Background: an optimization exercise with open tools, aiming at small area. Do not read the settings as production practice.
In this exercise RTL edits were held to simulation tests only and were not proved equivalent to the original.
Power is estimated from default activity; no workload was simulated.

==> flow/design.v, too long to show whole: its modules and the start of the top module <==
// module conv_sample_mem: 1652 lines
// module cell_oai22_4: 6 lines
// module cell_nand2: 6 lines
// module cell_a22o: 6 lines
// module cell_nor2: 6 lines
module conv_sample_mem (
  input  logic                    clk,
  input  logic                    rst,
  input  logic                    ena,
  input  logic                    wr,
  input  logic                    rd,
  input  conv_mem_pkg::pix_addr_t addr,
  input  conv_mem_pkg::pixel_t    pixel,
  output conv_mem_pkg::window_t   window,
  output logic                    window_valid,
  output logic                    ack
);
  // ...
==> flow/flow/run.sh <==
#!/bin/bash
# The standard layout (standard synthesis unchanged), except that the
# port buffers are plain buf_2 cells instead of the delay buffer that
# buffer_ports picks by default. make's full output goes to flow_make.log.
set -euo pipefail
cd "$(dirname "$0")/.."
bash standard.sh "BUFFER_PORTS_ARGS=-buffer_cell sky130_fd_sc_hd__buf_2" finish > flow_make.log 2>&1
==> flow/standard.sh <==
#!/bin/bash
# synth_recipe.tcl (not shown) runs the flow's synth.tcl, then flattens the netlist and writes it again
# the make line also repeats each setting of config.mk as NAME=value (left out here)
make -C /OpenROAD-flow-scripts/flow DESIGN_CONFIG=/design/flow/config.mk WORK_HOME=/design/flow/orfs CLKGATE_MAP_FILE= SYNTH_SCRIPT=/design/flow/synth_recipe.tcl "${@:-finish}"
==> flow/config.mk <==
export PLATFORM = sky130hd
export DESIGN_NAME = conv_sample_mem
export DESIGN_NICKNAME = conv_sample_mem
export VERILOG_FILES = /design/flow/design.v
export SDC_FILE = /design/flow/constraint.sdc
export NUM_CORES = 4
export LEC_CHECK = 0
export CAP_MARGIN = 20
export CORE_MARGIN = 2
export CORE_UTILIZATION = 65
export CTS_CLUSTER_DIAMETER = 80
export CTS_CLUSTER_SIZE = 30
export PLACE_DENSITY = 0.8
export SETUP_SLACK_MARGIN = 0.25
export SLEW_MARGIN = 20
export SYNTH_HIERARCHICAL = 1
==> flow/constraint.sdc <==
create_clock -name core_clock -period 6.0 [get_ports {clk}]
set_input_delay 1.2000 -clock core_clock [delete_from_list [all_inputs] [get_ports {clk}]]
set_output_delay 1.2000 -clock core_clock [all_outputs]
set_load 0.01 [all_outputs]
==> notes.md, run 1 <==
Grt met2 use: 61.2%
Status: complete, no violations
Yosys reg bits: 1047
Final #Nets: 4300
Vias in the first global route: 34982
Comb power frac: 14.0%
Multi-input gate count: 2954
R2r endpoint: img[30][3]$_DFF_P_
Most common cell after layout, fill and taps aside: dfxtp_1
Fill cells: 4673
Die H: 253 µm
Post-Place Worst Slack: 0.877 ns
Crit. path cell count: 13
Share of cells above drive strength 1: 6.80%
Unique cell type count in the Yosys netlist: 34
CTS Sinks: 1047
M1 WL: 54800 µm
Routed len/inst: 28.0 µm
Flip-flop and latch area: 21000 µm²
Die Wd: 253 µm
Routed WL: 142000 µm
Switch share: 27.7%
# Max-Cap Violations: 0
Root Driver: clkbuf_16
Clock transition at path regs: 0.11 ns
Clock buf count: 48
Post-route ant nets: 0
Highest routed layer: met5
Cells after synthesis: 4071
Multi-input gate share of the layout cell area: 43.7%
==> run 2: changes to the inputs <==
--- a/flow/design.v
+++ b/flow/design.v
@@ -62,26 +62,20 @@
   end
   logic [15:0] hi_n, lo_n;
   logic [255:0] we;
   logic [3:0] img [256];
   for (genvar j = 0; j < 16; j++) begin : g_pre
     assign hi_n[j] = ~(wr1 & (addr1[7:4] == 4'(j)));
     assign lo_n[j] = ~(addr1[3:0] == 4'(j));
   end
-  logic [255:0] nwe;
   for (genvar a = 0; a < 256; a++) begin : g_word
-    logic [3:0] d;
-    cell_nor2  u_we  (.a(hi_n[a / 16]), .b(lo_n[a % 16]), .y(we[a]));
-    cell_nand2 u_nwe (.a(~hi_n[a / 16]), .b(~lo_n[a % 16]), .y(nwe[a]));
-    for (genvar t = 0; t < 4; t++) begin : g_bit
-      cell_a22o u_d (.a(img[a][t]), .b(nwe[a]), .c(pix1[t]), .d(we[a]), .y(d[t]));
-    end
+    cell_nor2 u_we (.a(hi_n[a / 16]), .b(lo_n[a % 16]), .y(we[a]));
     always_ff @(posedge clk) begin
-      img[a] <= d;
+      if (we[a]) img[a] <= pix1;
     end
   end
   logic [3:0] col, row;
   assign col = addr2[3:0];
   assign row = addr2[7:4];
   logic [3:0] gq, lt, cy;
   for (genvar k = 0; k < 4; k++) begin : g_gq
     assign gq[k] = (col[3:2] == 2'(k));
@@ -1686,26 +1680,14 @@
   assign ack          = rd2 & (addr2 == conv_mem_pkg::LAST_WIN_BASE);
 endmodule
 module cell_oai22_4 (
   input  logic a, b, c, d,
   output logic y
 );
   assign y = ~((a | b) & (c | d));
 endmodule
-module cell_nand2 (
-  input  logic a, b,
-  output logic y
-);
-  assign y = ~(a & b);
-endmodule
-module cell_a22o (
-  input  logic a, b, c, d,
-  output logic y
-);
-  assign y = (a & b) | (c & d);
-endmodule
 module cell_nor2 (
   input  logic a, b,
   output logic y
 );
   assign y = ~(a | b);
 endmodule
==> flow/flow/run.sh (replaced) <==
#!/bin/bash
# The standard layout (standard synthesis unchanged), except that the
# port buffers are plain buf_2 cells instead of the delay buffer that
# buffer_ports picks by default, and that clock tree synthesis inserts no
# dummy loads (same clustering as config.mk's CTS_CLUSTER_* settings).
# make's full output goes to flow_make.log.
set -euo pipefail
cd "$(dirname "$0")/.."
bash standard.sh "BUFFER_PORTS_ARGS=-buffer_cell sky130_fd_sc_hd__buf_2" \
  "CTS_ARGS=-sink_clustering_enable -repair_clock_nets -sink_clustering_size 30 -sink_clustering_max_diameter 80 -dont_use_dummy_load" \
  finish > flow_make.log 2>&1
==> notes.md, run 2 <==
ANT cells: 0 (was 1)
Share of cells above drive strength 1: 8.52% (was 6.80%)
CP max FO: 38 (was 12)
HP Class: flop to flop (unchanged)
# Max-Cap Violations: 0 (unchanged)
Vias per std cell: 7.35 (was 7.47)
Crit path launch type: flop (unchanged)
Critical-path cell list: buf_4 -> buf_6 -> and3_4 -> nand2_2 -> mux2i_1 -> o22ai_1 -> nor2_1 -> o22ai_1 -> o22ai_1 -> o22ai_1 -> o22ai_1 -> buf_2 (was inv_1 -> ha_1 -> buf_4 -> nand2b_1 -> nor2_1 -> mux2i_1 -> o22ai_1 -> nor2_1 -> o22ai_1 -> o22ai_1 -> o22ai_1 -> o22ai_1 -> buf_2)
Die H: 254 µm (was 253 µm)
Synth Flop Type: edfxtp_1 (was dfxtp_1)
Row count: 91 (unchanged)
Final instance area: 43700 µm² (was 43900 µm²)
Initial antenna violation count: 0 (was 2)
Fin. max-slew vios: 0 (unchanged)
Sequential-to-total area share from yosys stat: 77.1% (was 52.0%)
RSZ-0062 raised after global routing: yes (was no)
Pre-antenna DRT Iters: 7 (was 9)
Vias: 27440 (was 37980)
Layout Skew: 0.0509 ns (was 0.0252 ns)
Clock transition at path regs: 0.11 ns (about the same)
Leading area contributor after synthesis: edfxtp_1 (was dfxtp_1)
Routed len/inst: 30.3 µm (was 28.0 µm)
Port Buffers: 82 (unchanged)
Remaining global-route overflow: 0 (unchanged)
Final min period: 5.81 ns (was 5.70 ns)
H-Tree Depth: 2 (unchanged)
Slew of the pin with the lowest slew margin: 1.27 ns (was 1.29 ns)
Global-route wire length before repair: 162000 µm (was 212000 µm)
Mapped Area: 40500 µm² (was 40300 µm²)
Yosys top cell area share: 76.0% (was 52.0%)
Mapped Nets: 2757 (was 4093)
Die ar.: 64300 µm² (was 64000 µm²)
CP top delay family: compound AO/OA/AOI/OAI gates (unchanged)
Commonest non-fill, non-tap cells in the layout: 1024 x edfxtp_1, 884 x o22ai_1, 574 x nor2_1 (was 1038 x dfxtp_1, 1024 x a22o_1, 893 x o22ai_1)
Post-DP HPWL: 70700 µm (was 90600 µm)
Maximum number of pins on one net before global-route repair: 217 (was 144)
CORE AREA: 61600 µm² (was 61500 µm²)
CTS tree: done (unchanged)
Cells after synthesis: 2736 (was 4071)
Global placement routability congestion: 1.00 (was 1.02)
Routed WL: 113000 µm (was 142000 µm)
Pwr Density: 290 nW/µm² (was 284 nW/µm²)
Vias in the first global route: 25482 (was 34982)
Setup TNS: 0 ns (unchanged)
Most common cell after layout, fill and taps aside: edfxtp_1 (was dfxtp_1)
IO Pins: 83 (unchanged)
Number of flops mapped to enable cells by yosys: 1024 (was 0)
Post-Place Cell Area: 42500 µm² (was 42600 µm²)
CTS Sinks: 1047 (unchanged)
Post-route ant nets: 0 (unchanged)
Longest Clk Path Bufs: 3 (unchanged)
Synth top area cells: edfxtp_1 76%, o22ai_1 14%, nor2_1 5.4% (was dfxtp_1 52%, a22o_1 22%, o22ai_1 14%)
Slew HR: 15.4% (was 14.0%)
Ys Warns: 23 (unchanged)
Unique cell type count in the Yosys netlist: 38 (was 34)
CP required: 4.80 ns (about the same)
Finished Layout Cells: 3735 (was 5085)
Number of buffers and inverters on the critical path: 3 (unchanged)
Root Driver: clkbuf_16 (unchanged)
Top cell by count, worst path: o22ai_1 (unchanged)
Clock latency on the worst-skew pair: 0.63 ns (was 0.64 ns)
Dpl cells: 3692 (was 5019)
CP Class: flop to output port (unchanged)
Largest register FFs: 1024 (unchanged)
Period utilization: 96.8% (was 95.0%)
Hold wc startpoint: rd1$_DFF_P_ (was addr1[7]$_DFF_P_)
Status: complete, no violations (unchanged)
Hold-fix buffers, CTS: 0 (unchanged)
F_max: 172 MHz (was 175 MHz)
Slowest-stage cell, CP: o22ai_1 (was dfxtp_1)
Largest register by flop count: img (unchanged)
Initial DRC count: 4018 (was 4944)
Worst r2r src: addr1[2]$_DFF_P_ (was addr1[6]$_DFF_P_)
Die Wd: 254 µm (was 253 µm)
Mean Syn Cell Area: 14.8 µm² (was 9.90 µm²)
Leakage: 0.0135 µW (was 0.0169 µW)
Critical path origin: addr2[1]$_DFF_P_ (was addr2[5]$_DFF_P_)
Initial Util: 65.7% (was 65.5%)
Post-CTS Setup Bufs: 0 (unchanged)
Critical Path AT: 4.61 ns (was 4.50 ns)
Total Routing Usage GR: 34.9% (was 42.8%)
Area Overhead vs Synth: 7.92% (was 9.06%)
Post-route DRC: 0 (unchanged)
Worst vdd ir: 328 µV (was 378 µV)
Yosys reg bits: 1047 (unchanged)
Top cells by count, synth: 1024 x edfxtp_1, 896 x o22ai_1, 586 x nor2_1 (was 1047 x dfxtp_1, 1024 x a22o_1, 896 x o22ai_1)
Asr flop ratio synth: 0% (unchanged)
Largest registers: img x1024, addr1 x8, addr2 x8 (unchanged)
Most numerous cell in the Yosys netlist: edfxtp_1 (was dfxtp_1)
Crit. End Element: output port (unchanged)
CTS buffer count: 42 (unchanged)
Final #Nets: 2921 (was 4300)
Final hold vios: 0 (unchanged)
Slowest stage delay, CP: 0.55 ns (was 0.56 ns)
Final setup fails: 0 (unchanged)
==> run 2: routing by layer <==
metal | part of all wire (%) | wire [µm] | global-route usage [%] | up-vias
li1 | - | - | - | 11556
met1 | 35 | 40000 | 48.2 | 13476
met2 | 45 | 51300 | 53.6 | 2046
met3 | 13 | 15200 | 7.96 | 362
met4 | 5.8 | 6540 | 16.2 | 0
met5 | 0 | 0 | 0 | -
==> run 2: through the flow <==
| step | hold slack [ns] | total power [µW] | worst slack (ns) | util [%] |
|---|---|---|---|---|
| after global routing | 0.484 | 12900 | 0.170 | 70.9 |
| after floorplan | 0.372 | 8980 | 0.279 | - |
| after detailed placement | 0.435 | 9500 | 0.469 | 68.9 |
| after global placement | 0.433 | 9460 | 0.534 | 68.9 |
| final | 0.468 | 12700 | 0.194 | 70.9 |
| after CTS | 0.470 | 12600 | 0.271 | 70.7 |
==> run 2: path summary, 6_finish.rpt <==
check                          endpoint  slack, ns  depth (start not counted)
setup reg to reg  img[119][1]$_DFFE_PP_       3.14                          3
setup / recovery             window[28]       0.19                         12
hold reg to reg             rd2$_DFF_P_       0.47                          1
hold / removal              rd2$_DFF_P_       0.47                          1
==> run 2: cell families after synthesis <==
group | synth area share [%]
DFF | 77.1
AOI/OAI and AO/OA | 14.1
xor gates and xnor gates | 0.195
muxes | 1.43
adders and majority gates | 0.124
and+or+nand+nor | 6.61
buffers and inverters | 0.451
==> run 2: worst register-to-register path, cell delays in order (launching register included) <==
cell,delay (ns)
dfxtp_1,0.59
nor2b_1,0.35
nand3_1,0.90
nor2_1,0.69
==> run 2: cell type report <==
class | instances | area (µm²)
clock buffers | 42 | 1050
fillers | 3831 | 17900
inverters | 23 | 88.8
multi-input cells | 1651 | 9290
flip-flops and latches | 1047 | 31200
well taps | 837 | 1050
repair buffers | 135 | 967
==> run 2: power by group <==
part           internal [µW]  switching (µW)  total, µW
combinational            374             981       1350
sequential              8020            51.8       8080
clock                   1270            1990       3250
total                   9660            3020      12700
==> run 2: modules after synthesis, one instance, submodules excluded <==
module	cells inside	flip-flops and latches	times used
cell_nor2	1	0	576
conv_sample_mem	1264	1047	1
cell_oai22_4	1	0	896
==> run 2: what timing repair did <==
| action | in CTS | in global routing |
|---|---|---|
| resized for setup | 11 | 31 |
| gates cloned | 0 | 1 |
| endpoints found under the setup margin | 64 | 64 |
==> run 3: changes to the inputs <==
--- a/flow/config.mk
+++ b/flow/config.mk
@@ -5,12 +5,12 @@
 export SDC_FILE = /design/flow/constraint.sdc
 export NUM_CORES = 4
 export LEC_CHECK = 0
-export CAP_MARGIN = 20
+export CAP_MARGIN = 5
 export CORE_MARGIN = 2
 export CORE_UTILIZATION = 65
 export CTS_CLUSTER_DIAMETER = 80
 export CTS_CLUSTER_SIZE = 30
 export PLACE_DENSITY = 0.8
 export SETUP_SLACK_MARGIN = 0.25
-export SLEW_MARGIN = 20
+export SLEW_MARGIN = 5
 export SYNTH_HIERARCHICAL = 1
==> notes.md, run 3 <==
Final hold vios: 0 (unchanged)
Fin. max-slew vios: 0 (unchanged)
Die Wd: 254 µm (unchanged)
RSZ-0062 raised after global routing: yes (unchanged)
CTS tree: done (unchanged)
Largest registers: img x1024, addr1 x8, addr2 x8 (unchanged)
# Max-Cap Violations: 0 (unchanged)
Vias in the first global route: 25776 (was 25482)
Longest Clk Path Bufs: 3 (unchanged)
CP top delay family: compound AO/OA/AOI/OAI gates (unchanged)
Pre-antenna DRT Iters: 6 (was 7)
Post-route ant nets: 0 (unchanged)
F_max: 171 MHz (was 172 MHz)
IO Pins: 83 (unchanged)
Critical Path AT: 4.63 ns (was 4.61 ns)
Clock latency on the worst-skew pair: 0.64 ns (was 0.63 ns)
Share of power burned in registers: 63.6% (was 63.7%)
Asr flop ratio synth: 0% (unchanged)
Routed WL: 113000 µm (about the same)
CP Class: flop to output port (unchanged)
Slew of the pin with the lowest slew margin: 1.29 ns (was 1.27 ns)
Final min period: 5.83 ns (was 5.81 ns)
Clk pwr share: 25.6% (was 25.7%)
CTS buffer count: 42 (unchanged)
HP Class: flop to flop (unchanged)
Final setup fails: 0 (unchanged)
Final #Nets: 2919 (was 2921)
Largest register by flop count: img (unchanged)
Die H: 254 µm (unchanged)
Routed len/inst: 30.2 µm (was 30.3 µm)
Number of buffers and inverters on the critical path: 5 (was 3)
Slowest-stage cell, CP: o22ai_1 (unchanged)
Hold Path Depth: 1 (unchanged)
R2r endpoint: img[28][1]$_DFFE_PP_ (was img[119][1]$_DFFE_PP_)
CP max FO: 20 (was 38)
Critical-path cell list: buf_4 -> inv_1 -> buf_4 -> ha_1 -> buf_4 -> mux2i_1 -> mux2i_1 -> o22ai_1 -> nor2_1 -> o22ai_1 -> o22ai_1 -> o22ai_1 -> o22ai_1 -> buf_2 (was buf_4 -> buf_6 -> and3_4 -> nand2_2 -> mux2i_1 -> o22ai_1 -> nor2_1 -> o22ai_1 -> o22ai_1 -> o22ai_1 -> o22ai_1 -> buf_2)
Yosys reg bits: 1047 (unchanged)
Total power: 12700 µW (about the same)
Post-DP HPWL: 70700 µm (about the same)
Slowest stage delay, CP: 0.57 ns (was 0.55 ns)
Number of flops mapped to enable cells by yosys: 1024 (unchanged)
Initial DRC count: 3965 (was 4018)
Synth Flop Type: edfxtp_1 (unchanged)
Status: complete, no violations (unchanged)
Reg2reg setup slack: 3.13 ns (was 3.14 ns)
Leakage: 0.0135 µW (about the same)
Post-route DRC: 0 (unchanged)
ANT cells: 0 (unchanged)
Layout Skew: 0.0561 ns (was 0.0509 ns)
Compound-Gate Fraction of Synth Area: 14.1% (unchanged)
Switching power total: 3020 µW (about the same)
Period utilization: 97.2% (was 96.8%)
Yosys top cell area share: 76.0% (unchanged)
CORE AREA: 61600 µm² (unchanged)
Slew HR: 14.1% (was 15.4%)
Largest register FFs: 1024 (unchanged)
Unique cell type count in the Yosys netlist: 38 (unchanged)
Multiplexer share of the synthesized area: 1.43% (unchanged)
Largest family of logic cells by synthesized area: compound AO/OA/AOI/OAI gates (unchanged)
Int Pwr: 9660 µW (about the same)
Cells on worst reg2reg path: 3 (unchanged)
Initial Util: 65.7% (unchanged)
Remaining global-route overflow: 0 (unchanged)
Maximum number of pins on one net before global-route repair: 217 (unchanged)
Hold wc startpoint: rd1$_DFF_P_ (unchanged)
Mean Syn Cell Area: 14.8 µm² (unchanged)
Area fraction in and, or, nand and nor cells after synthesis: 6.61% (unchanged)
Initial antenna violation count: 0 (unchanged)
CP required: 4.80 ns (about the same)
CTS Sinks: 1047 (unchanged)
Adder-cell share of the synthesized area: 0.124% (unchanged)
Leading area contributor after synthesis: edfxtp_1 (unchanged)
Top cell by count, worst path: o22ai_1 (unchanged)
Row count: 91 (unchanged)
Hold Path End: rd2$_DFF_P_ (unchanged)
Mapped Nets: 2757 (unchanged)
Worst r2r src: wr1$_DFF_P_ (was addr1[2]$_DFF_P_)
Worst vdd ir: 259 µV (was 328 µV)
H-Tree Depth: 2 (unchanged)
Post-Place Cell Area: 42400 µm² (was 42500 µm²)
Commonest non-fill, non-tap cells in the layout: 1024 x edfxtp_1, 878 x o22ai_1, 577 x nor2_1 (was 1024 x edfxtp_1, 884 x o22ai_1, 574 x nor2_1)
Die ar.: 64300 µm² (unchanged)
Root Driver: clkbuf_16 (unchanged)
Clock transition at path regs: 0.11 ns (about the same)
Vias: 27307 (was 27440)
Area Overhead vs Synth: 8.03% (was 7.92%)
Switch share: 23.8% (about the same)
Crit. End Element: output port (unchanged)
Final instance area: 43700 µm² (about the same)
Global placement routability congestion: 1.00 (unchanged)
Post-CTS Setup Bufs: 0 (unchanged)
Total Routing Usage GR: 35.0% (was 34.9%)
Comb power frac: 10.7% (about the same)
Hold-fix buffers, CTS: 0 (unchanged)
Port Buffers: 82 (unchanged)
Global-route wire length before repair: 163000 µm (was 162000 µm)
Mapped Area: 40500 µm² (unchanged)
Sequential-to-total area share from yosys stat: 77.1% (unchanged)
Most numerous cell in the Yosys netlist: edfxtp_1 (unchanged)
Vias per std cell: 7.32 (was 7.35)
Top cells by count, synth: 1024 x edfxtp_1, 896 x o22ai_1, 586 x nor2_1 (unchanged)
Pwr Density: 290 nW/µm² (about the same)
Xor and xnor area share after synthesis: 0.195% (unchanged)
Share of cells above drive strength 1: 8.74% (was 8.52%)
Setup TNS: 0 ns (unchanged)
Synth top area cells: edfxtp_1 76%, o22ai_1 14%, nor2_1 5.4% (unchanged)
Ys Warns: 23 (unchanged)
Cells after synthesis: 2736 (unchanged)
Most common cell after layout, fill and taps aside: edfxtp_1 (unchanged)
Crit path launch type: flop (unchanged)
-- run 3: cell count changes in the layout (fill, tap and decap cells not counted), sizes merged --
cell  before  now
buf      135  134
or2b       2    1
-- run 3: per-layer routing --
metal / global-route usage, % / part of all wire [%] / vias to the layer above
met5: 0 / 0 / -
met4: 17.4 / 5.7 / 0
met3: 7.54 / 14 / 313
met2: 53.6 / 46 / 2063
met1: 48.3 / 35 / 13379
li1: - / - / 11552
-- run 3: kinds of logic (layout without fill, tap and decap cells) --
group,count (synthesis),after routing
flip-flops,1047,1047
AND/OR/NAND/NOR,675,675
adder cells (fa/ha/maj),4,4
XOR/XNOR,9,9
buffers and inverters,39,199
multiplexers,56,56
AO/OA/AOI/OAI,906,906
-- run 3: Yosys stat by module (local to each module, per instance) --
module	area, µm²	times used
conv_sample_mem	32700	1
cell_nor2	3.75	576
cell_oai22_4	6.26	896
-- run 3: layout make-up --
class	instances	area (µm²)
Multi-Input combinational cell	1650	9350
Clock buffer	42	1050
Timing Repair Buffer	134	956
Sequential cell	1047	31200
Inverter	23	88.8
Fill cell	3840	17900
Tap cell	837	1050
-- run 3: per-stage QoR --
stage               util, %  hold WS, ns  worst slack, ns  instances
floorplan                 -        0.372            0.279       2736
finish                 71.0        0.459            0.168       3733
CTS                    70.7        0.460            0.297       3733
detailed placement     68.9        0.439            0.498       3691
global placement       68.9        0.433            0.534       3691
global route           71.0        0.483            0.190       3733
-- run 3: worst max path at each step --
| stage | cells after the start | slack (ns) | start | endpoint |
|---|---|---|---|---|
| 5_1_grt | 15 | 0.19 | addr2[4]$_DFF_P_ | window[63] |
| 3_5_place_dp | 11 | 0.50 | addr2[5]$_DFF_P_ | window[51] |
| 2_1_floorplan | 12 | 0.28 | addr2[3]$_DFF_P_ | window[48] |
| 3_3_place_gp | 11 | 0.53 | addr2[5]$_DFF_P_ | window[31] |
| 6_report | 14 | 0.17 | addr2[4]$_DFF_P_ | window[13] |
| 4_1_cts | 12 | 0.30 | addr2[1]$_DFF_P_ | window[46] |
-- run 3: worst register-to-register path, delay by kind of cell (launching register included) --
family,cells,cell delay [ns]
AND/OR/NAND/NOR,3,2.05
flip-flops,1,0.45
-- run 3: power groups by stage --
stage / clock network, µW / logic (µW) / registers [µW]
after floorplan: 0 / 700 / 8280
after global routing: 3480 / 1400 / 8080
after CTS: 3250 / 1270 / 8070
after detailed placement: 0 / 1260 / 8240
final: 3250 / 1360 / 8070
after global placement: 0 / 1230 / 8240
-- run 3: what timing repair did --
item                       4_1_cts  5_1_grt
hold endpoints to repair         0        0
resized for setup               13       40
setup endpoints to repair       64       64
==> run 4: changes to the inputs <==
==> flow/config.mk (replaced) <==
export PLATFORM = sky130hd
export DESIGN_NAME = conv_sample_mem
export DESIGN_NICKNAME = conv_sample_mem
export VERILOG_FILES = /design/flow/design.v
export SDC_FILE = /design/flow/constraint.sdc
export NUM_CORES = 4
export LEC_CHECK = 0
export CAP_MARGIN = 20
export CORE_MARGIN = 2
export CORE_UTILIZATION = 60
export CTS_CLUSTER_DIAMETER = 80
export CTS_CLUSTER_SIZE = 30
export PLACE_DENSITY = 0.75
export SETUP_SLACK_MARGIN = 0.25
export SLEW_MARGIN = 20
export SYNTH_HIERARCHICAL = 1
==> notes.md, run 4 <==
Final hold vios: 0 (unchanged)
Asr flop ratio synth: 0% (unchanged)
CP Class: flop to output port (unchanged)
Crit. End Element: output port (unchanged)
Hold-fix buffers, CTS: 0 (unchanged)
Fin worst setup slack: 0.246 ns (was 0.168 ns)
Vias: 27029 (was 27307)
Total Routing Usage GR: 31.7% (was 35.0%)
Sequential-to-total area share from yosys stat: 77.1% (unchanged)
Routed len/inst: 29.9 µm (was 30.2 µm)
Yosys top cell area share: 76.0% (unchanged)
# Max-Cap Violations: 0 (unchanged)
Root Driver: clkbuf_16 (unchanged)
Worst r2r src: addr1[2]$_DFF_P_ (was wr1$_DFF_P_)
Largest register FFs: 1024 (unchanged)
Critical Path AT: 4.55 ns (was 4.63 ns)
Layout Skew: 0.0607 ns (was 0.0561 ns)
Die ar.: 69500 µm² (was 64300 µm²)
Vias per std cell: 7.16 (was 7.32)
Number of buffers and inverters on the critical path: 2 (was 5)
Post-route ant nets: 0 (unchanged)
Final setup fails: 0 (unchanged)
Hold Path Depth: 1 (unchanged)
Largest registers: img x1024, addr1 x8, addr2 x8 (unchanged)
HP Class: flop to flop (unchanged)
Share of cells above drive strength 1: 8.96% (was 8.74%)
Critical-path cell list: inv_1 -> ha_1 -> o21ai_4 -> mux2i_1 -> o22ai_1 -> nor2_1 -> o22ai_1 -> o22ai_1 -> o22ai_1 -> o22ai_1 -> buf_2 (was buf_4 -> inv_1 -> buf_4 -> ha_1 -> buf_4 -> mux2i_1 -> mux2i_1 -> o22ai_1 -> nor2_1 -> o22ai_1 -> o22ai_1 -> o22ai_1 -> o22ai_1 -> buf_2)
Post-DP HPWL: 71600 µm (was 70700 µm)
Number of flops mapped to enable cells by yosys: 1024 (unchanged)
Post-Place Worst Slack: 0.564 ns (was 0.498 ns)
Initial Util: 60.5% (was 65.7%)
Slew HR: 21.0% (was 14.1%)
Top cells by count, synth: 1024 x edfxtp_1, 896 x o22ai_1, 586 x nor2_1 (unchanged)
Area Overhead vs Synth: 8.38% (was 8.03%)
CP max FO: 11 (was 20)
RSZ-0062 raised after global routing: yes (unchanged)
Synth top area cells: edfxtp_1 76%, o22ai_1 14%, nor2_1 5.4% (unchanged)
Hold wc startpoint: rd1$_DFF_P_ (unchanged)
Crit. path cell count: 11 (was 14)
Cells after synthesis: 2736 (unchanged)
Most numerous cell in the Yosys netlist: edfxtp_1 (unchanged)
CTS Sinks: 1047 (unchanged)
Clock transition at path regs: 0.11 ns (about the same)
Clock latency on the worst-skew pair: 0.64 ns (about the same)
Commonest non-fill, non-tap cells in the layout: 1024 x edfxtp_1, 878 x o22ai_1, 575 x nor2_1 (was 1024 x edfxtp_1, 878 x o22ai_1, 577 x nor2_1)
Remaining global-route overflow: 0 (unchanged)
F_max: 174 MHz (was 171 MHz)
Port Buffers: 82 (unchanged)
Die H: 264 µm (was 254 µm)
CP required: 4.80 ns (about the same)
Row count: 95 (was 91)
Global-route wire length before repair: 162000 µm (was 163000 µm)
ANT cells: 0 (unchanged)
Dpl cells: 3728 (was 3691)
Synth Flop Type: edfxtp_1 (unchanged)
Slowest-stage cell, CP: dfxtp_1 (was o22ai_1)
Global placement routability congestion: 0.998 (was 1.00)
Unique cell type count in the Yosys netlist: 38 (unchanged)
IO Pins: 83 (unchanged)
Leading area contributor after synthesis: edfxtp_1 (unchanged)
Mean Syn Cell Area: 14.8 µm² (unchanged)
Longest Clk Path Bufs: 3 (unchanged)
CORE AREA: 66900 µm² (was 61600 µm²)
Most common cell after layout, fill and taps aside: edfxtp_1 (unchanged)
Slowest stage delay, CP: 0.62 ns (was 0.57 ns)
Final min period: 5.75 ns (was 5.83 ns)
Vias in the first global route: 25265 (was 25776)
Cells on worst reg2reg path: 3 (unchanged)
H-Tree Depth: 2 (unchanged)
Post-CTS Setup Bufs: 0 (unchanged)
Maximum number of pins on one net before global-route repair: 238 (was 217)
CP top delay family: compound AO/OA/AOI/OAI gates (unchanged)
Crit path launch type: flop (unchanged)
Leakage: 0.0136 µW (was 0.0135 µW)
Initial antenna violation count: 1 (was 0)
Yosys reg bits: 1047 (unchanged)
Top cell by count, worst path: o22ai_1 (unchanged)
Post-route DRC: 0 (unchanged)
Period utilization: 95.9% (was 97.2%)
Pwr Density: 290 nW/µm² (about the same)
Mapped Area: 40500 µm² (unchanged)
Initial DRC count: 4271 (was 3965)
Slew of the pin with the lowest slew margin: 1.18 ns (was 1.29 ns)
Critical path origin: addr2[5]$_DFF_P_ (was addr2[4]$_DFF_P_)
Fin. max-slew vios: 0 (unchanged)
CTS buffer count: 43 (was 42)
Mapped Nets: 2757 (unchanged)
Largest register by flop count: img (unchanged)
Worst vdd ir: 247 µV (was 259 µV)
Routed WL: 113000 µm (about the same)
Ys Warns: 23 (unchanged)
Setup TNS: 0 ns (unchanged)
Final #Nets: 2924 (was 2919)
Die Wd: 264 µm (was 254 µm)
CTS tree: done (unchanged)
Finished Layout Cells: 3774 (was 3733)
Pre-antenna DRT Iters: 8 (was 6)
Final core utilization: 65.5% (was 71.0%)
Status: complete, no violations (unchanged)
## run 4: per-module statistics from Yosys, one instance, submodules excluded
module	copies in the design	flip-flops and latches
conv_sample_mem	1	1047
cell_oai22_4	896	0
cell_nor2	576	0
## run 4: area by class of cell
cell class | instances | area, µm²
fill | 4635 | 23100
sequential | 1047 | 31200
tap | 873 | 1090
timing repair buffer | 137 | 1010
multi-input combinational | 1651 | 9360
inverter | 23 | 86.3
clock buffer | 43 | 1080
## run 4: where the power goes
group / internal (µW) / switching [µW]
combinational: 380 / 1000
sequential: 8020 / 45.9
clock: 1290 / 1990
## run 4: per-stage QoR
stage	hold WS, ns	total power [µW]	instance area (µm²)
2_1_floorplan	0.372	8980	40500
6_report	0.465	12700	43900
3_3_place_gp	0.420	9480	42500
5_1_grt	0.486	13000	43900
3_5_place_dp	0.451	9510	42500
4_1_cts	0.467	12700	43700
## run 4: metal layers
layer | track usage [%] | vias up | share of wire [%]
li1 | - | 11541 | -
met1 | 43.5 | 13361 | 36
met2 | 49.4 | 1854 | 46
met3 | 7.49 | 273 | 13
met4 | 13.7 | 0 | 5.1
met5 | 0 | - | 0
## run 4: kinds of logic (layout without fill, tap and decap cells)
family | after synthesis | count (layout) | synth area share, %
flip-flops | 1047 | 1047 | 77.1
AO/OA/AOI/OAI | 906 | 907 | 14.1
AND/OR/NAND/NOR | 675 | 675 | 6.61
multiplexers | 56 | 56 | 1.43
buffers and inverters | 39 | 203 | 0.451
XOR/XNOR | 9 | 9 | 0.195
adder cells (fa/ha/maj) | 4 | 4 | 0.124
## run 4: worst paths after layout
check | slack (ns) | to
min reg2reg | 0.47 | rd2$_DFF_P_
max | 0.25 | window[3]
max reg2reg | 3.18 | img[119][1]$_DFFE_PP_
min | 0.47 | rd2$_DFF_P_
## run 4: repair_timing
| action | in CTS | in global routing |
|---|---|---|
| setup endpoints to repair | 64 | 64 |
| gates resized for setup | 14 | 32 |
| cloned | 1 | 0 |
==> run 5: changes to the inputs <==
--- a/flow/config.mk
+++ b/flow/config.mk
@@ -7,10 +7,11 @@
 export LEC_CHECK = 0
 export CAP_MARGIN = 20
 export CORE_MARGIN = 2
-export CORE_UTILIZATION = 60
+export CORE_UTILIZATION = 65
 export CTS_CLUSTER_DIAMETER = 80
 export CTS_CLUSTER_SIZE = 30
-export PLACE_DENSITY = 0.75
+export GPL_ROUTABILITY_DRIVEN = 0
+export PLACE_DENSITY = 0.8
 export SETUP_SLACK_MARGIN = 0.25
 export SLEW_MARGIN = 20
 export SYNTH_HIERARCHICAL = 1
==> notes.md, run 5 <==
Initial Util: 65.7% (was 60.5%)
Unique cell type count in the Yosys netlist: 38 (unchanged)
Maximum number of pins on one net before global-route repair: 185 (was 238)
CP Class: flop to output port (unchanged)
Critical-path cell list: buf_4 -> inv_1 -> buf_4 -> ha_2 -> mux2i_1 -> mux2i_1 -> o22ai_1 -> nor2_1 -> o22ai_1 -> o22ai_1 -> o22ai_1 -> o22ai_1 -> buf_2 (was inv_1 -> ha_1 -> o21ai_4 -> mux2i_1 -> o22ai_1 -> nor2_1 -> o22ai_1 -> o22ai_1 -> o22ai_1 -> o22ai_1 -> buf_2)
Hold-fix buffers, CTS: 0 (unchanged)
Share of cells above drive strength 1: 8.94% (was 8.96%)
Fill cells: 3909 (was 4635)
Root Driver: clkbuf_16 (unchanged)
Layout Skew: 0.0377 ns (was 0.0607 ns)
Leakage: 0.0135 µW (was 0.0136 µW)
Vias per std cell: 7.31 (was 7.16)
Commonest non-fill, non-tap cells in the layout: 1024 x edfxtp_1, 877 x o22ai_1, 574 x nor2_1 (was 1024 x edfxtp_1, 878 x o22ai_1, 575 x nor2_1)
CORE AREA: 61600 µm² (was 66900 µm²)
Setup TNS: 0 ns (unchanged)
Period utilization: 98.1% (was 95.9%)
Vias: 27319 (was 27029)
H-Tree Depth: 2 (unchanged)
Post-route ant nets: 0 (unchanged)
Final min period: 5.88 ns (was 5.75 ns)
Asr flop ratio synth: 0% (unchanged)
Routed WL: 111000 µm (was 113000 µm)
Pre-antenna DRT Iters: 12 (was 8)
Final hold vios: 0 (unchanged)
Initial DRC count: 4274 (was 4271)
Top cell by count, worst path: o22ai_1 (unchanged)
Crit path launch type: flop (unchanged)
CTS Sinks: 1047 (unchanged)
Yosys top cell area share: 76.0% (unchanged)
Mean Syn Cell Area: 14.8 µm² (unchanged)
Final #Nets: 2921 (was 2924)
# Max-Cap Violations: 0 (unchanged)
Mapped Nets: 2757 (unchanged)
CTS tree: done (unchanged)
Die H: 254 µm (was 264 µm)
Fin. max-slew vios: 0 (unchanged)
Worst vdd ir: 232 µV (was 247 µV)
CTS buffer count: 42 (was 43)
Leading area contributor after synthesis: edfxtp_1 (unchanged)
Ys Warns: 23 (unchanged)
Die Wd: 254 µm (was 264 µm)
Clock latency on the worst-skew pair: 0.63 ns (was 0.64 ns)
Largest register FFs: 1024 (unchanged)
Crit. End Element: output port (unchanged)
Die ar.: 64300 µm² (was 69500 µm²)
Slowest stage delay, CP: 0.59 ns (was 0.62 ns)
Post-route DRC: 0 (unchanged)
Slowest-stage cell, CP: o22ai_1 (was dfxtp_1)
Routed len/inst: 29.7 µm (was 29.9 µm)
Largest registers: img x1024, addr1 x8, addr2 x8 (unchanged)
CP max FO: 20 (was 11)
Area Overhead vs Synth: 8.15% (was 8.38%)
CP required: 4.80 ns (about the same)
Row count: 91 (was 95)
Top cells by count, synth: 1024 x edfxtp_1, 896 x o22ai_1, 586 x nor2_1 (unchanged)
F_max: 170 MHz (was 174 MHz)
IO Pins: 83 (unchanged)
Clock transition at path regs: 0.10 ns (was 0.11 ns)
Synth top area cells: edfxtp_1 76%, o22ai_1 14%, nor2_1 5.4% (unchanged)
Synth Flop Type: edfxtp_1 (unchanged)
Port Buffers: 82 (unchanged)
Mapped Area: 40500 µm² (unchanged)
RSZ-0062 raised after global routing: yes (unchanged)
HP Class: flop to flop (unchanged)
Post-DP HPWL: 70700 µm (was 71600 µm)
Slew of the pin with the lowest slew margin: 1.25 ns (was 1.18 ns)
Yosys reg bits: 1047 (unchanged)
Most common cell after layout, fill and taps aside: edfxtp_1 (unchanged)
Longest Clk Path Bufs: 3 (unchanged)
Slew HR: 16.5% (was 21.0%)
Global-route wire length before repair: 160000 µm (was 162000 µm)
Final core utilization: 71.0% (was 65.5%)
Critical Path AT: 4.68 ns (was 4.55 ns)
Final setup fails: 0 (unchanged)
Status: complete, no violations (unchanged)
Remaining global-route overflow: 0 (unchanged)
Initial antenna violation count: 1 (unchanged)
Sequential-to-total area share from yosys stat: 77.1% (unchanged)
Pwr Density: 290 nW/µm² (about the same)
Number of flops mapped to enable cells by yosys: 1024 (unchanged)
Vias in the first global route: 25518 (was 25265)
Total Routing Usage GR: 34.2% (was 31.7%)
Most numerous cell in the Yosys netlist: edfxtp_1 (unchanged)
Cells after synthesis: 2736 (unchanged)
Largest register by flop count: img (unchanged)
-- run 5: cell counts after synthesis --
No cell type changed its count.
-- run 5: power breakdown --
group	total (µW)	leakage [µW]	internal, µW	switching, µW
Sequential	8070	0.00939	8020	51.6
Clock	3220	0.000518	1270	1950
Combinational	1380	0.00359	377	1010
-- run 5: cell type report --
| class | instances | area, µm² | area share, % |
|---|---|---|---|
| antenna | 1 | 2.50 | 0.00572 |
| clock buffer | 42 | 1050 | 2.40 |
| inverter | 23 | 91.3 | 0.209 |
| multi-input combinational | 1650 | 9370 | 21.4 |
| sequential | 1047 | 31200 | 71.4 |
| tap | 837 | 1050 | 2.39 |
| timing repair buffer | 136 | 977 | 2.23 |
-- run 5: metal layers --
metal	GRT usage [%]	vias to the layer above	part of all wire [%]
li1	-	11532	-
met1	46.0	13228	34
met2	50.3	2169	44
met3	11.3	386	15
met4	18.4	4	6.1
met5	0	-	0.050
-- run 5: logic make-up after synthesis --
| kind of cell | share of synthesized area (%) |
|---|---|
| adders and majority gates | 0.124 |
| xor gates and xnor gates | 0.195 |
| buffers and inverters | 0.451 |
| DFF | 77.1 |
| AOI/OAI and AO/OA | 14.1 |
| muxes | 1.43 |
| and+or+nand+nor | 6.61 |
-- run 5: timing repair --
action | CTS | global route
buffers inserted | 0 | 2
endpoints found under the setup margin | 55 | 64
resized for setup | 14 | 46
pin swaps | 0 | 1
-- run 5: critical path: cells and delay by family, from the launching register on --
family	cells	cell delay (ns)
muxes	2	0.76
and+or+nand+nor	1	0.44
adders and majority gates	1	0.44
DFF	1	0.31
buffers and inverters	4	0.73
AOI/OAI and AO/OA	5	1.39
-- run 5: worst paths after layout --
path	to	start	slack (ns)	depth (start not counted)
min	rd2$_DFF_P_	rd1$_DFF_P_	0.48	1
min reg2reg	rd2$_DFF_P_	rd1$_DFF_P_	0.48	1
max reg2reg	img[5][2]$_DFFE_PP_	addr1[2]$_DFF_P_	3.16	3
max	window[13]	addr2[4]$_DFF_P_	0.12	13
-- run 5: per-module statistics from Yosys (local to each module, per instance) --
module	flops+latches	cells inside	area [µm²]
cell_nor2	0	1	3.75
cell_oai22_4	0	1	6.26
conv_sample_mem	1047	1264	32700
-- run 5: through the flow --
stage	hold WS, ns	worst slack [ns]	instance area (µm²)	power (µW)	instances
6_report	0.476	0.115	43800	12700	3736
3_3_place_gp	0.429	0.741	42400	9450	3688
5_1_grt	0.487	0.157	43800	12900	3735
2_1_floorplan	0.372	0.279	40500	8980	2736
4_1_cts	0.469	0.276	43500	12600	3732
3_5_place_dp	0.437	0.637	42400	9490	3690
==> run 6: changes to the inputs <==
==> flow/flow/run.sh (replaced) <==
#!/bin/bash
# The standard layout (standard synthesis unchanged), except that the
# port buffers are plain buf_1 cells instead of the delay buffer that
# buffer_ports picks by default, and that clock tree synthesis inserts no
# dummy loads (same clustering as config.mk's CTS_CLUSTER_* settings).
# make's full output goes to flow_make.log.
set -euo pipefail
cd "$(dirname "$0")/.."
bash standard.sh "BUFFER_PORTS_ARGS=-buffer_cell sky130_fd_sc_hd__buf_1" \
  "CTS_ARGS=-sink_clustering_enable -repair_clock_nets -sink_clustering_size 30 -sink_clustering_max_diameter 80 -dont_use_dummy_load" \
  finish > flow_make.log 2>&1
--- a/flow/config.mk
+++ b/flow/config.mk
@@ -10,7 +10,6 @@
 export CORE_UTILIZATION = 65
 export CTS_CLUSTER_DIAMETER = 80
 export CTS_CLUSTER_SIZE = 30
-export GPL_ROUTABILITY_DRIVEN = 0
 export PLACE_DENSITY = 0.8
 export SETUP_SLACK_MARGIN = 0.25
 export SLEW_MARGIN = 20
==> notes.md, run 6 <==
CTS buffer count: 43 (was 42)
Final min period: 5.85 ns (was 5.88 ns)
Maximum number of pins on one net before global-route repair: 199 (was 185)
Synth top area cells: edfxtp_1 76%, o22ai_1 14%, nor2_1 5.4% (unchanged)
Worst vdd ir: 265 µV (was 232 µV)
# Max-Cap Violations: 0 (unchanged)
Clock latency on the worst-skew pair: 0.63 ns (about the same)
H-Tree Depth: 2 (unchanged)
Worst r2r src: addr1[2]$_DFF_P_ (unchanged)
Critical-path cell list: buf_4 -> inv_1 -> ha_1 -> mux2i_1 -> mux2i_1 -> o22ai_1 -> nor2_1 -> o22ai_1 -> o22ai_1 -> o22ai_1 -> o22ai_1 -> buf_1 (was buf_4 -> inv_1 -> buf_4 -> ha_2 -> mux2i_1 -> mux2i_1 -> o22ai_1 -> nor2_1 -> o22ai_1 -> o22ai_1 -> o22ai_1 -> o22ai_1 -> buf_2)
Initial DRC count: 4122 (was 4274)
Compound-Gate Fraction of Synth Area: 14.1% (unchanged)
Int Pwr: 9690 µW (was 9660 µW)
Final #Nets: 2934 (was 2921)
Initial antenna violation count: 2 (was 1)
Post-DP HPWL: 72500 µm (was 70700 µm)
Mapped Nets: 2757 (unchanged)
Number of buffers and inverters on the critical path: 3 (was 4)
Critical path origin: addr2[4]$_DFF_P_ (unchanged)
Global placement routability congestion: 1.02
Die ar.: 64300 µm² (unchanged)
Pre-antenna DRT Iters: 9 (was 12)
Longest Clk Path Bufs: 3 (unchanged)
Fin worst setup slack: 0.153 ns (was 0.115 ns)
Global-route wire length before repair: 162000 µm (was 160000 µm)
Synth Flop Type: edfxtp_1 (unchanged)
Most numerous cell in the Yosys netlist: edfxtp_1 (unchanged)
Share of cells above drive strength 1: 6.25% (was 8.94%)
CORE AREA: 61600 µm² (unchanged)
Port Buffers: 82 (unchanged)
Pwr Density: 291 nW/µm² (was 290 nW/µm²)
Largest family of logic cells by synthesized area: compound AO/OA/AOI/OAI gates (unchanged)
CP required: 4.80 ns (about the same)
Final setup fails: 0 (unchanged)
Vias: 27445 (was 27319)
Number of flops mapped to enable cells by yosys: 1024 (unchanged)
RSZ-0062 raised after global routing: yes (unchanged)
CP top delay family: compound AO/OA/AOI/OAI gates (unchanged)
Clk pwr share: 25.8% (was 25.4%)
Post-route ant nets: 0 (unchanged)
IO Pins: 83 (unchanged)
R2r endpoint: img[117][1]$_DFFE_PP_ (was img[5][2]$_DFFE_PP_)
Final hold vios: 0 (unchanged)
Met1 usage: 47.8% (was 46.0%)
Remaining global-route overflow: 0 (unchanged)
Slew of the pin with the lowest slew margin: 1.20 ns (was 1.25 ns)
CP Class: flop to output port (unchanged)
Cells after synthesis: 2736 (unchanged)
Layout Skew: 0.0555 ns (was 0.0377 ns)
Met3 Use GR: 8.50% (was 11.3%)
Top cell by count, worst path: o22ai_1 (unchanged)
Dpl cells: 3699 (was 3690)
Hold-fix buffers, CTS: 0 (unchanged)
Slew HR: 19.9% (was 16.5%)
Finished Layout Cells: 3749 (was 3736)
Switching power total: 3040 µW (was 3010 µW)
Post-Place Worst Slack: 0.700 ns (was 0.637 ns)
Slowest-stage cell, CP: o22ai_1 (unchanged)
CP max FO: 20 (unchanged)
CTS tree: done (unchanged)
Leakage: 0.0132 µW (was 0.0135 µW)
Fin. max-slew vios: 0 (unchanged)
Grt met2 use: 54.2% (was 50.3%)
Yosys reg bits: 1047 (unchanged)
Most common cell after layout, fill and taps aside: edfxtp_1 (unchanged)
Row count: 91 (unchanged)
Vias in the first global route: 25595 (was 25518)
Routed WL: 114000 µm (was 111000 µm)
Commonest non-fill, non-tap cells in the layout: 1024 x edfxtp_1, 883 x o22ai_1, 576 x nor2_1 (was 1024 x edfxtp_1, 877 x o22ai_1, 574 x nor2_1)
Multiplexer share of the synthesized area: 1.43% (unchanged)
Leading area contributor after synthesis: edfxtp_1 (unchanged)
Sequential-to-total area share from yosys stat: 77.1% (unchanged)
Clock transition at path regs: 0.10 ns (about the same)
Critical Path AT: 4.65 ns (was 4.68 ns)
Fill cells: 3924 (was 3909)
Mapped Area: 40500 µm² (unchanged)
Yosys top cell area share: 76.0% (unchanged)
Total Routing Usage GR: 35.1% (was 34.2%)
Die H: 254 µm (unchanged)
Cells on worst reg2reg path: 3 (unchanged)
Crit. End Element: output port (unchanged)
HP Class: flop to flop (unchanged)
Setup TNS: 0 ns (unchanged)
Ys Warns: 23 (unchanged)
Root Driver: clkbuf_16 (unchanged)
Comb power frac: 10.9% (about the same)
Crit. path cell count: 12 (was 13)
Reg2reg setup slack: 3.24 ns (was 3.16 ns)
Largest register FFs: 1024 (unchanged)
Largest register by flop count: img (unchanged)
F_max: 171 MHz (was 170 MHz)
Critical Path End: window[60] (was window[13])
Adder-cell share of the synthesized area: 0.124% (unchanged)
Share of power burned in registers: 63.3% (was 63.7%)
Period utilization: 97.5% (was 98.1%)
Switch share: 23.9% (was 23.7%)
Busiest layer in global routing: met2 (unchanged)
Die Wd: 254 µm (unchanged)
Initial Util: 65.7% (unchanged)
Area fraction in and, or, nand and nor cells after synthesis: 6.61% (unchanged)
Vias per std cell: 7.32 (was 7.31)
Mean Syn Cell Area: 14.8 µm² (unchanged)
CTS Sinks: 1047 (unchanged)
Unique cell type count in the Yosys netlist: 38 (unchanged)
Top cells by count, synth: 1024 x edfxtp_1, 896 x o22ai_1, 586 x nor2_1 (unchanged)
Post-route DRC: 0 (unchanged)
Routed len/inst: 30.5 µm (was 29.7 µm)
Crit path launch type: flop (unchanged)
Xor and xnor area share after synthesis: 0.195% (unchanged)
Area Overhead vs Synth: 8.11% (was 8.15%)
Status: complete, no violations (unchanged)
Slowest stage delay, CP: 0.57 ns (was 0.59 ns)
Asr flop ratio synth: 0% (unchanged)
Largest registers: img x1024, addr1 x8, addr2 x8 (unchanged)
[run 6: cell counts after synthesis]
No cell type changed its count.
[run 6: how the worst min path moves through the flow]
stage | endpoint | startpoint | slack [ns] | depth (start not counted)
2_1_floorplan | addr2[7]$_DFF_P_ | addr1[7]$_DFF_P_ | 0.37 | 0
6_report | rd2$_DFF_P_ | rd1$_DFF_P_ | 0.43 | 1
3_5_place_dp | rd2$_DFF_P_ | rd1$_DFF_P_ | 0.45 | 1
5_1_grt | rd2$_DFF_P_ | rd1$_DFF_P_ | 0.46 | 1
4_1_cts | rd2$_DFF_P_ | rd1$_DFF_P_ | 0.44 | 1
3_3_place_gp | rd2$_DFF_P_ | rd1$_DFF_P_ | 0.43 | 1
[run 6: modules after synthesis (local to each module, per instance)]
module           times used  flip-flops and latches
conv_sample_mem           1                    1047
cell_oai22_4            896                       0
cell_nor2               576                       0
[run 6: per-layer routing]
| layer | up-vias | share of wire [%] |
|---|---|---|
| met5 | - | 0.10 |
| met3 | 371 | 14 |
| met4 | 6 | 5.5 |
| met2 | 2020 | 45 |
| li1 | 11583 | - |
| met1 | 13465 | 35 |
[run 6: what timing repair did]
item                       CTS  global route
setup buffers                0             3
resized for setup            9            32
setup endpoints to repair   51            64
pin swaps                    1             1
gates cloned                 1             0
[run 6: power groups by stage]
stage | registers (µW) | logic (µW) | clock network, µW
CTS | 8070 | 1280 | 3310
floorplan | 8280 | 700 | 0
global placement | 8230 | 1250 | 0
detailed placement | 8230 | 1270 | 0
global route | 8070 | 1400 | 3520
finish | 8070 | 1390 | 3280
[run 6: area by class of cell]
cell class                      count  area, µm²  share of cell area [%]
Antenna cell                        1       2.50                 0.00572
Clock buffer                       43       1080                    2.46
Inverter                           23       90.1                   0.206
Multi-Input combinational cell   1651       9330                    21.3
Sequential cell                  1047      31200                    71.4
Tap cell                          837       1050                    2.39
Timing Repair Buffer              147        980                    2.24
[run 6: cell families after synthesis]
family                     Yosys count
DFF                               1047
AOI/OAI and AO/OA                  906
buffers and inverters               39
muxes                               56
and+or+nand+nor                    675
adders and majority gates            4
xor gates and xnor gates             9
[run 6: worst reg2reg max path, delay by kind of cell, from the launching register on]
kind	cells	cell delay [ns]
DFF	1	0.59
and+or+nand+nor	3	1.81
[run 6: through the flow]
stage | instance area, µm² | hold WS [ns] | utilization, % | power (µW)
3_5_place_dp | 42400 | 0.446 | 68.9 | 9500
5_1_grt | 43700 | 0.457 | 71.0 | 13000
3_3_place_gp | 42400 | 0.431 | 68.8 | 9480
6_report | 43800 | 0.431 | 71.0 | 12700
4_1_cts | 43500 | 0.438 | 70.7 | 12700
2_1_floorplan | 40500 | 0.372 | - | 8980
==> run 7: changes to the inputs <==
==> flow/flow/run.sh (replaced) <==
#!/bin/bash
# The standard layout (standard synthesis unchanged), except that the
# port buffers are plain buf_2 cells instead of the delay buffer that
# buffer_ports picks by default, and that clock tree synthesis uses clkbuf_8
# cells in smaller clusters (at most 18 sinks, 60 um) and inserts no dummy
# loads. make's full output goes to flow_make.log.
set -euo pipefail
cd "$(dirname "$0")/.."
bash standard.sh "BUFFER_PORTS_ARGS=-buffer_cell sky130_fd_sc_hd__buf_2" \
  "CTS_ARGS=-sink_clustering_enable -repair_clock_nets -sink_clustering_size 18 -sink_clustering_max_diameter 60 -buf_list sky130_fd_sc_hd__clkbuf_8 -dont_use_dummy_load" \
  finish > flow_make.log 2>&1
==> notes.md, run 7 <==
Ys Warns: 23 (unchanged)
Clk pwr share: 24.3% (was 25.8%)
CP max FO: 20 (unchanged)
Post-DP HPWL: 70700 µm (was 72500 µm)
Leakage: 0.0135 µW (was 0.0132 µW)
Die ar.: 64300 µm² (unchanged)
Vias: 27613 (was 27445)
Setup TNS: 0 ns (unchanged)
Clock latency on the worst-skew pair: 0.70 ns (was 0.63 ns)
Fin worst setup slack: 0.177 ns (was 0.153 ns)
Initial antenna violation count: 1 (was 2)
CORE AREA: 61600 µm² (unchanged)
CTS Sinks: 1047 (unchanged)
Routed len/inst: 30.2 µm (was 30.5 µm)
IO Pins: 83 (unchanged)
Pwr Density: 286 nW/µm² (was 291 nW/µm²)
Critical path origin: addr2[4]$_DFF_P_ (unchanged)
Slew of the pin with the lowest slew margin: 1.25 ns (was 1.20 ns)
Cells after synthesis: 2736 (unchanged)
Int Pwr: 9430 µW (was 9690 µW)
Critical Path AT: 4.62 ns (was 4.65 ns)
Remaining global-route overflow: 0 (unchanged)
R2r endpoint: img[119][2]$_DFFE_PP_ (was img[117][1]$_DFFE_PP_)
Final setup fails: 0 (unchanged)
Largest registers: img x1024, addr1 x8, addr2 x8 (unchanged)
Final #Nets: 2949 (was 2934)
Largest register FFs: 1024 (unchanged)
Switch share: 24.5% (was 23.9%)
Vias per std cell: 7.34 (was 7.32)
Slew HR: 16.4% (was 19.9%)
RSZ-0062 raised after global routing: yes (unchanged)
CP Class: flop to output port (unchanged)
Vias in the first global route: 25745 (was 25595)
Largest register by flop count: img (unchanged)
Post-route ant nets: 0 (unchanged)
Crit path launch type: flop (unchanged)
Area Overhead vs Synth: 8.07% (was 8.11%)
Asr flop ratio synth: 0% (unchanged)
Global placement routability congestion: 1.00 (was 1.02)
Reg2reg setup slack: 3.08 ns (was 3.24 ns)
Cells on worst reg2reg path: 3 (unchanged)
F_max: 172 MHz (was 171 MHz)
Period utilization: 97.0% (was 97.5%)
Most numerous cell in the Yosys netlist: edfxtp_1 (unchanged)
Status: complete, no violations (unchanged)
Final min period: 5.82 ns (was 5.85 ns)
Leading area contributor after synthesis: edfxtp_1 (unchanged)
Most common cell after layout, fill and taps aside: edfxtp_1 (unchanged)
Maximum number of pins on one net before global-route repair: 217 (was 199)
Worst vdd ir: 223 µV (was 265 µV)
Mean Syn Cell Area: 14.8 µm² (unchanged)
ANT cells: 0 (was 1)
Critical Path End: window[62] (was window[60])
Total Routing Usage GR: 35.0% (was 35.1%)
Crit. End Element: output port (unchanged)
H-Tree Depth: 3 (was 2)
Worst r2r src: addr1[2]$_DFF_P_ (unchanged)
Routed WL: 114000 µm (about the same)
Commonest non-fill, non-tap cells in the layout: 1024 x edfxtp_1, 872 x o22ai_1, 569 x nor2_1 (was 1024 x edfxtp_1, 883 x o22ai_1, 576 x nor2_1)
Unique cell type count in the Yosys netlist: 38 (unchanged)
CP required: 4.80 ns (about the same)
Fin. max-slew vios: 0 (unchanged)
Initial DRC count: 3992 (was 4122)
Pre-antenna DRT Iters: 6 (was 9)
Longest Clk Path Bufs: 3 (unchanged)
Synth top area cells: edfxtp_1 76%, o22ai_1 14%, nor2_1 5.4% (unchanged)
Yosys top cell area share: 76.0% (unchanged)
Layout Skew: 0.0608 ns (was 0.0555 ns)
Mapped Nets: 2757 (unchanged)
Mapped Area: 40500 µm² (unchanged)
Clock transition at path regs: 0.11 ns (was 0.10 ns)
Comb power frac: 11.0% (was 10.9%)
Global-route wire length before repair: 163000 µm (was 162000 µm)
Share of power burned in registers: 64.6% (was 63.3%)
Synth Flop Type: edfxtp_1 (unchanged)
Final hold vios: 0 (unchanged)
CTS tree: done (unchanged)
Hold-fix buffers, CTS: 0 (unchanged)
CTS buffer count: 68 (was 43)
Sequential-to-total area share from yosys stat: 77.1% (unchanged)
Die Wd: 254 µm (unchanged)
Top cells by count, synth: 1024 x edfxtp_1, 896 x o22ai_1, 586 x nor2_1 (unchanged)
Row count: 91 (unchanged)
Post-route DRC: 0 (unchanged)
Initial Util: 65.7% (unchanged)
# Max-Cap Violations: 0 (unchanged)
HP Class: flop to flop (unchanged)
Hold slack: 0.458 ns (was 0.431 ns)
Die H: 254 µm (unchanged)
Yosys reg bits: 1047 (unchanged)
Number of flops mapped to enable cells by yosys: 1024 (unchanged)
Root Driver: clkbuf_8 (was clkbuf_16)
Share of cells above drive strength 1: 10.3% (was 6.25%)
Post-Place Worst Slack: 0.469 ns (was 0.700 ns)
Switching power total: 3060 µW (was 3040 µW)
Port Buffers: 82 (unchanged)
## run 7: cell counts after synthesis
Identical to the previous run, type by type.
## run 7: logic make-up (layout without fill, tap and decap cells)
kind of cell / after synthesis / after routing / synth area share [%]
AO/OA/AOI/OAI: 906 / 906 / 14.1
XOR/XNOR: 9 / 9 / 0.195
adder cells (fa/ha/maj): 4 / 4 / 0.124
buffers and inverters: 39 / 227 / 0.451
flip-flops: 1047 / 1047 / 77.1
multiplexers: 56 / 56 / 1.43
AND/OR/NAND/NOR: 675 / 677 / 6.61
## run 7: per-layer routing
layer  GRT usage (%)  vias to the layer above  part of all wire, %
met1            48.4                    13512                   35
met4            18.4                        2                  5.7
met5               0                        -                0.013
met2            53.3                     2175                   46
li1                -                    11578                    -
met3            7.50                      346                   14
## run 7: worst max-delay path, cell delays in order, from the launching register on
cell and delay (ns):
dfxtp_1 0.33, buf_4 0.25, inv_1 0.08, buf_4 0.22, ha_1 0.28, buf_4 0.20, xnor2_1 0.15, nand2b_1 0.30
o22ai_1 0.17, nor2_1 0.60, o22ai_1 0.22, o22ai_1 0.54, o22ai_1 0.19, o22ai_1 0.19, buf_2 0.17
## run 7: timing repair
item                                    CTS  global route
cloned                                    0             2
endpoints found under the setup margin   64            64
buffers inserted                          0             0
gates resized for setup                  15            60
## run 7: area by class of cell
cell class                      count  area (µm²)
Inverter                           23        88.8
Tap cell                          837        1050
Sequential cell                  1047       31200
Multi-Input combinational cell   1652        9440
Timing Repair Buffer              136         988
Fill cell                        3827       17900
Clock buffer                       68         936
## run 7: how the worst min path moves through the flow
stage                           startpoint                to  slack, ns  cells after the start
after floorplan           addr1[7]$_DFF_P_  addr2[7]$_DFF_P_       0.37                      0
final                          rd1$_DFF_P_       rd2$_DFF_P_       0.46                      1
after detailed placement       rd1$_DFF_P_       rd2$_DFF_P_       0.43                      1
after global routing      addr1[5]$_DFF_P_  addr2[5]$_DFF_P_       0.44                      0
after global placement         rd1$_DFF_P_       rd2$_DFF_P_       0.43                      1
after CTS                 addr1[5]$_DFF_P_  addr2[5]$_DFF_P_       0.43                      0
## run 7: power groups by stage
stage / logic, µW / clock network [µW] / registers, µW
final: 1380 / 3040 / 8080
after global routing: 1410 / 3290 / 8080
after CTS: 1270 / 3060 / 8070
after detailed placement: 1260 / 0 / 8240
after global placement: 1230 / 0 / 8240
after floorplan: 700 / 0 / 8280
## run 7: metrics by stage
| step | cell area (µm²) | util, % | instances | power [µW] |
|---|---|---|---|---|
| 4_1_cts | 43400 | 70.5 | 3760 | 12400 |
| 2_1_floorplan | 40500 | - | 2736 | 8980 |
| 3_3_place_gp | 42400 | 68.9 | 3691 | 9460 |
| 5_1_grt | 43700 | 71.0 | 3763 | 12800 |
| 3_5_place_dp | 42500 | 68.9 | 3692 | 9500 |
| 6_report | 43700 | 71.0 | 3763 | 12500 |
## run 7: modules after synthesis, one instance, submodules excluded
module / flip-flops and latches / copies in the design / cell area [µm²]
cell_oai22_4: 0 / 896 / 6.26
conv_sample_mem: 1047 / 1 / 32700
cell_nor2: 0 / 576 / 3.75

-- separate check: timing with driven ports --
The results above use ideal ports. As a check the final layouts listed here were re-extracted and re-timed, cells and wires unchanged. Step 1: set_driving_cell puts a clkbuf_16 on clk and a buf_2 on each other input, an assumption about the parent block. Step 2 times the ports against the registers' clock, not the clock port: input delays grow and output delays shrink by t, the midpoint of the rising clock arrivals with the driver on. a / b / c = ideal / step 1 / step 2; a / b = the first two.
| run | t (ns) | setup slack, ns | hold WS [ns] |
|---|---|---|---|
| run 1 | 0.701 | 0.301 / 0.232 / 0.932 | 0.422 / 0.422 / 0.422 |
| run 2 | 0.674 | 0.194 / 0.129 / 0.803 | 0.468 / 0.468 / 0.468 |
| run 3 | 0.670 | 0.168 / 0.105 / 0.776 | 0.459 / 0.459 / 0.459 |
| run 4 | 0.673 | 0.246 / 0.179 / 0.853 | 0.465 / 0.465 / 0.465 |
| run 5 | 0.674 | 0.115 / 0.050 / 0.724 | 0.476 / 0.476 / 0.476 |
| run 6 | 0.667 | 0.153 / 0.088 / 0.756 | 0.431 / 0.431 / 0.431 |
| run 7 | 0.736 | 0.177 / 0.119 / 0.855 | 0.458 / 0.458 / 0.458 |
After both steps setup and hold are still met in every run listed.
